This is an optimization exercise on Yosys and OpenROAD, whose aim is small area, a short achievable clock period and few clock cycles per item, not a production implementation.

==> inputs of maple <==
==> flow/design.v (excerpt) <==
module diff_drive_odometry (
	input  logic               clk,
	input  logic               arst_n,
	input  logic               in_valid,
	output logic               in_stall,
	input  logic signed [31:0] left_angle,
	input  logic signed [31:0] right_angle,
	input  logic [23:0]        elapsed_us,
	output logic               out_valid,
	input  logic               out_stall,
	output logic signed [31:0] pos_x,
	output logic signed [31:0] pos_y,
	output logic signed [31:0] heading,
	output logic signed [31:0] speed_x,
	output logic signed [31:0] speed_y,
	output logic signed [31:0] turn_rate,
	output logic signed [31:0] left_speed,
	output logic signed [31:0] right_speed,
	output logic               rate_invalid,
	input  logic               cfg_we,
	input  logic               cfg_index,
	input  logic [CFG_W-1:0]   cfg_data
);
	localparam int
		IDLE = 0, DELTA = 1, MUL1 = 2, N360 = 3, NRA1 = 4, NRB1 = 5, DIV1 = 6, RES1 = 7,
		CA1 = 8, CB1 = 9, CC1 = 10, CD1 = 11, SPN1 = 12, TH1 = 13, TH2 = 14, NRA2 = 15,
		NRB2 = 16, DIV2 = 17, TH3 = 18, NRA3 = 19, NRB3 = 20, DIV3 = 21, WAD1 = 22,
		WAD2 = 23, PH1 = 24, PH2 = 25, PH3 = 26, TC = 27, CA2 = 28, CB2 = 29, CC2 = 30,
		CD2 = 31, SPN2 = 32, DXY = 33, MUL2 = 34, NDX = 35, NRA4 = 36, NRB4 = 37,
		DIV4 = 38, SGN = 39, CA3 = 40, CB3 = 41, CC3 = 42, CD3 = 43, SPN3 = 44, W1 = 45,
		MUL3 = 46, W2 = 47, MUL4 = 48, RP = 49, FIN1 = 50, FIN2 = 51, RPF = 52, NS = 53;
	logic [NS-1:0] st, st_d;
	logic [CFG_W-1:0] spacing_q, circ_q;
	logic [31:0] pl_q, pr_q, px_q, py_q, ph_q;
	logic        ov_q, stall_q, rinv_q;
	logic [23:0] us_q;
  ...
==> flow/config.mk <==
export PLATFORM = sky130hd
export DESIGN_NAME = diff_drive_odometry
export DESIGN_NICKNAME = diff_drive_odometry
export VERILOG_FILES = /design/flow/design.v
export SDC_FILE = /design/flow/constraint.sdc
export NUM_CORES = 8
export LEC_CHECK = 0
export CAP_MARGIN = 20
export CORE_MARGIN = 2
export CORE_UTILIZATION = 75
export SLEW_MARGIN = 20
==> flow/constraint.sdc <==
create_clock -name core_clock -period 12.0 [get_ports {clk}]
set_input_delay 2.4000 -clock core_clock [delete_from_list [all_inputs] [get_ports {clk}]]
set_output_delay 2.4000 -clock core_clock [all_outputs]
set_load 0.01 [all_outputs]
standard.sh (not shown) runs the stock make flow with config.mk's settings and CLKGATE_MAP_FILE= SYNTH_SCRIPT=/design/flow/synth_recipe.tcl, a recipe that flattens the netlist after the stock synthesis.
==> flow/flow/run.sh <==
#!/bin/bash
# The standard layout, with timing repair aimed 6 ns below the 12 ns clock period
# (the constraints are unchanged; repair just works toward a tighter internal target)
set -euo pipefail
bash standard.sh SETUP_SLACK_MARGIN=6 TNS_END_PERCENT=100 finish > flow_standard.log 2>&1
==> inputs of pepper, as changes to maple <==
--- a/flow/design.v
+++ b/flow/design.v
@@ -285,17 +285,16 @@
 	logic        thclamp_q;
 	logic [64:0] acc_a, acc_b;
 	logic [63:0] x_a, x_b, m_q, th_q;
 	logic [6:0]  cnt_q;
 	logic [5:0]  kd_q;
 	logic        neg_a, neg_b, negth_q, mode_a, mode_b;
 	logic        mz1_q, straight_q, btwo_q, bone_q, sneg_q;
-	logic        lnld0_q, lnld1_q, lnsh_q, lnneg0_q, lnneg1_q, mfirst_q;
+	logic        lnld2_q, lnneg2_q, mfirst_q;
 	logic        ia_a_q, ia_b_q, ib_a_q, ib_b_q, oa_acc_a_q, oa_acc_b_q, tcclamp_q;
-	logic [1:0]  lnsel0_q, lnsel1_q;
 	logic        f1_q, f2_q, f3_q, f4_q;
 	logic        cor_start, cor_busy, cor_flip;
 	logic [31:0] cor_angle, cor_x, cor_y;
 	odo_cordic u_cor (
 		.clk    (clk),
 		.arst_n (arst_n),
 		.start  (cor_start),
@@ -310,21 +309,21 @@
 	logic        ln_busy0, ln_busy1;
 	logic [63:0] ln_n0;
 	logic        ln_neg0, ln_neg1;
 	logic [31:0] q_vl, q_vx, q_vr, q_vy, q_vt, q_unused;
 	logic        us_zero;
 	logic [64:0] sum_a, sum_b;
 	odo_muldiv #(.NQ(3)) u_ln0 (
-		.clk(clk), .arst_n(arst_n), .load(lnld0_q), .sel(lnsel0_q), .zero(us_zero),
-		.n(lnsh_q ? {7'd0, acc_a[63:7]} : acc_a[63:0]), .neg(lnneg0_q), .us(us_q), .us3(us3_q), .busy(ln_busy0),
+		.clk(clk), .arst_n(arst_n), .load(ln_load0), .sel(ln_sel0), .zero(us_zero),
+		.n(lnld2_q ? {7'd0, acc_a[63:7]} : sum_a[63:0]), .neg(lnld2_q ? lnneg2_q : ln_neg0), .us(us_q), .us3(us3_q), .busy(ln_busy0),
 		.q0(q_vl), .q1(q_vx), .q2(q_vt)
 	);
 	odo_muldiv #(.NQ(2)) u_ln1 (
-		.clk(clk), .arst_n(arst_n), .load(lnld1_q), .sel(lnsel1_q), .zero(us_zero),
-		.n(acc_b[63:0]), .neg(lnneg1_q), .us(us_q), .us3(us3_q), .busy(ln_busy1),
+		.clk(clk), .arst_n(arst_n), .load(ln_load1), .sel(ln_sel1), .zero(us_zero),
+		.n(sum_b[63:0]), .neg(ln_neg1), .us(us_q), .us3(us3_q), .busy(ln_busy1),
 		.q0(q_vr), .q1(q_vy), .q2(q_unused)
 	);
 	function automatic logic [6:0] lzc64(input logic [63:0] v);
 		logic [7:0] nz;
 		logic [2:0] gl [8];
 		logic [7:0] b;
 		logic [2:0] g;
@@ -503,16 +502,20 @@
 			: neg_a);
 		ln_neg1 = st[SPN3] ? ((acc_b[57] ^ neg_b) | (acc_b[57] & ~|acc_b[56:0])) : neg_b;
 	end
 	logic mul_last, div_last, ln0_free, ln01_free, spn_hold;
 	always_comb begin
 		mul_last = mz1_q;
 		div_last = (cnt_q == '0);
-		ln0_free = !ln_busy0 && !lnld0_q;
-		ln01_free = !ov_q && !ln_busy0 && !ln_busy1 && !lnld0_q && !lnld1_q;
+		ln0_free = !ln_busy0 && !lnld2_q;
+		ln01_free = !ov_q && !ln_busy0 && !ln_busy1 && !lnld2_q;
+		ln_load0 = (c_spn & ln01_free) | lnld2_q;
+		ln_load1 = c_spn & ln01_free;
+		ln_sel0 = lnld2_q ? 2'd2 : (st[SPN3] ? 2'd1 : 2'd0);
+		ln_sel1 = st[SPN3] ? 2'd1 : 2'd0;
 		spn_hold = (c_spn & !ln01_free) | (st[SPN2] & !ln0_free);
 		st_d = '0;
 		if (st[IDLE]) begin
 			if (in_valid) st_d[DELTA] = 1'b1;
 			else st_d[IDLE] = 1'b1;
 		end
 		if (st[DELTA]) st_d[MUL1] = 1'b1;
@@ -582,18 +585,14 @@
 		if (st[FIN1]) begin
 			if (!ln_busy0 && !ln_busy1) st_d[FIN2] = 1'b1;
 			else st_d[FIN1] = 1'b1;
 		end
 		if (st[FIN2]) st_d[IDLE] = 1'b1;
 		cor_start = st[PH1] | (st[DXY] & !cor_busy);
 		cor_angle = st[PH1] ? acc_a[31:0] : (straight_q ? ph_q : acc_b[31:0]);
-		ln_load0 = (c_spn & ln01_free) | (st[SPN2] & ln0_free);
-		ln_load1 = c_spn & ln01_free;
-		ln_sel0 = st[SPN2] ? 2'd2 : (st[SPN3] ? 2'd1 : 2'd0);
-		ln_sel1 = st[SPN3] ? 2'd1 : 2'd0;
 	end
 	always_ff @(posedge clk or negedge arst_n) begin
 		if (!arst_n) begin
 			st <= NS'(1);
 			ctl_q <= ctl(NS'(1));
 			spacing_q <= SPACING_RST;
 			circ_q <= CIRC_RST;
@@ -740,21 +739,16 @@
 		if (c_nrb) cnt_q <= {1'b0, kclamp};
 		if (c_div) cnt_q <= cnt_q - 7'd1;
 		if (c_mul) mz1_q <= (m_q[63:3] == '0) | (m_q[63:3] == '1);
 		if (st[IDLE] | dxygo | w1go | w2go) mz1_q <= (msrc[63:1] == '0) | (msrc[63:1] == '1);
 		bone_q <= mul_nx & (bd[1] ^ bd[0]);
 		btwo_q <= mul_nx & ((bd[2] & !bd[1] & !bd[0]) | (!bd[2] & bd[1] & bd[0]));
 		mfirst_q <= st[SPN3] & ln01_free & !cor_busy;
-		lnld0_q <= (c_spn & ln01_free) | (st[SPN2] & ln0_free);
-		lnld1_q <= c_spn & ln01_free;
-		lnsh_q <= st[SPN2];
-		lnsel0_q <= st[SPN2] ? 2'd2 : (st[SPN3] ? 2'd1 : 2'd0);
-		lnsel1_q <= st[SPN3] ? 2'd1 : 2'd0;
-		lnneg0_q <= ln_neg0;
-		lnneg1_q <= ln_neg1;
+		lnld2_q <= st[SPN2] & ln0_free;
+		lnneg2_q <= ln_neg0;
 		if (st[DELTA] | st[NDX]) begin
 			neg_a <= nega_next;
 			neg_b <= negb_next;
 		end
 		if (st[TH2]) negth_q <= acc_a[63] ^ sneg_q;
 		if (st[TH1]) sneg_q <= neg_b;
 		if (st[TH3]) begin
==> flow/config.mk (replaced) <==
export PLATFORM = sky130hd
export DESIGN_NAME = diff_drive_odometry
export DESIGN_NICKNAME = diff_drive_odometry
export VERILOG_FILES = /design/flow/design.v
export SDC_FILE = /design/flow/constraint.sdc
export NUM_CORES = 8
export LEC_CHECK = 0
export CAP_MARGIN = 20
export CORE_MARGIN = 2
export CORE_UTILIZATION = 62
export SLEW_MARGIN = 20
==> summary.txt <==
# TYPE chip_impl_metric gauge
chip_impl_metric{name="cts-buffers-inserted",unit=""} 133
chip_impl_info{name="failing_step",value="global routing"} 1
chip_impl_info{name="synth_top_cells_by_area",value="sky130_fd_sc_hd__edfxtp_1, sky130_fd_sc_hd__dfrtp_1, sky130_fd_sc_hd__ha_1"} 1
chip_impl_metric{name="synth_top_area_share",unit="%"} 23.9
chip_impl_info{name="toolErrorMsg",value="[ERROR GRT-0116] Global routing finished with congestion. Check the congestion regions in the DRC Viewer."} 1
chip_impl_info{name="run_status",value="did not finish"} 1
chip_impl_metric{name="cts_repair_resize_count",unit=""} 741
the above is filed under pepper

==> summary.txt <==
# TYPE chip_impl_metric gauge
chip_impl_metric{name="cts_sinks",unit=""} 1161
chip_impl_info{name="run_status",value="did not finish"} 1
chip_impl_metric{name="synth_top_area_share",unit="%"} 23.4
chip_impl_metric{name="cts-buffers-inserted",unit=""} 132
chip_impl_metric{name="synth_sequential_area_ratio",unit="%"} 33.3
chip_impl_info{name="failing_step",value="global routing"} 1
chip_impl_metric{name="synth-seq-cells",unit=""} 1161
chip_impl_metric{name="cts_repair_resize_count",unit=""} 651
chip_impl_info{name="synth_top_cells_by_area",value="sky130_fd_sc_hd__edfxtp_1, sky130_fd_sc_hd__dfrtp_1, sky130_fd_sc_hd__ha_1"} 1
chip_impl_info{name="toolErrorMsg",value="[ERROR GRT-0116] Global routing finished with congestion. Check the congestion regions in the DRC Viewer."} 1
the above is filed under maple

No run of this note included a check of the RTL's function; only the layout flow was run.
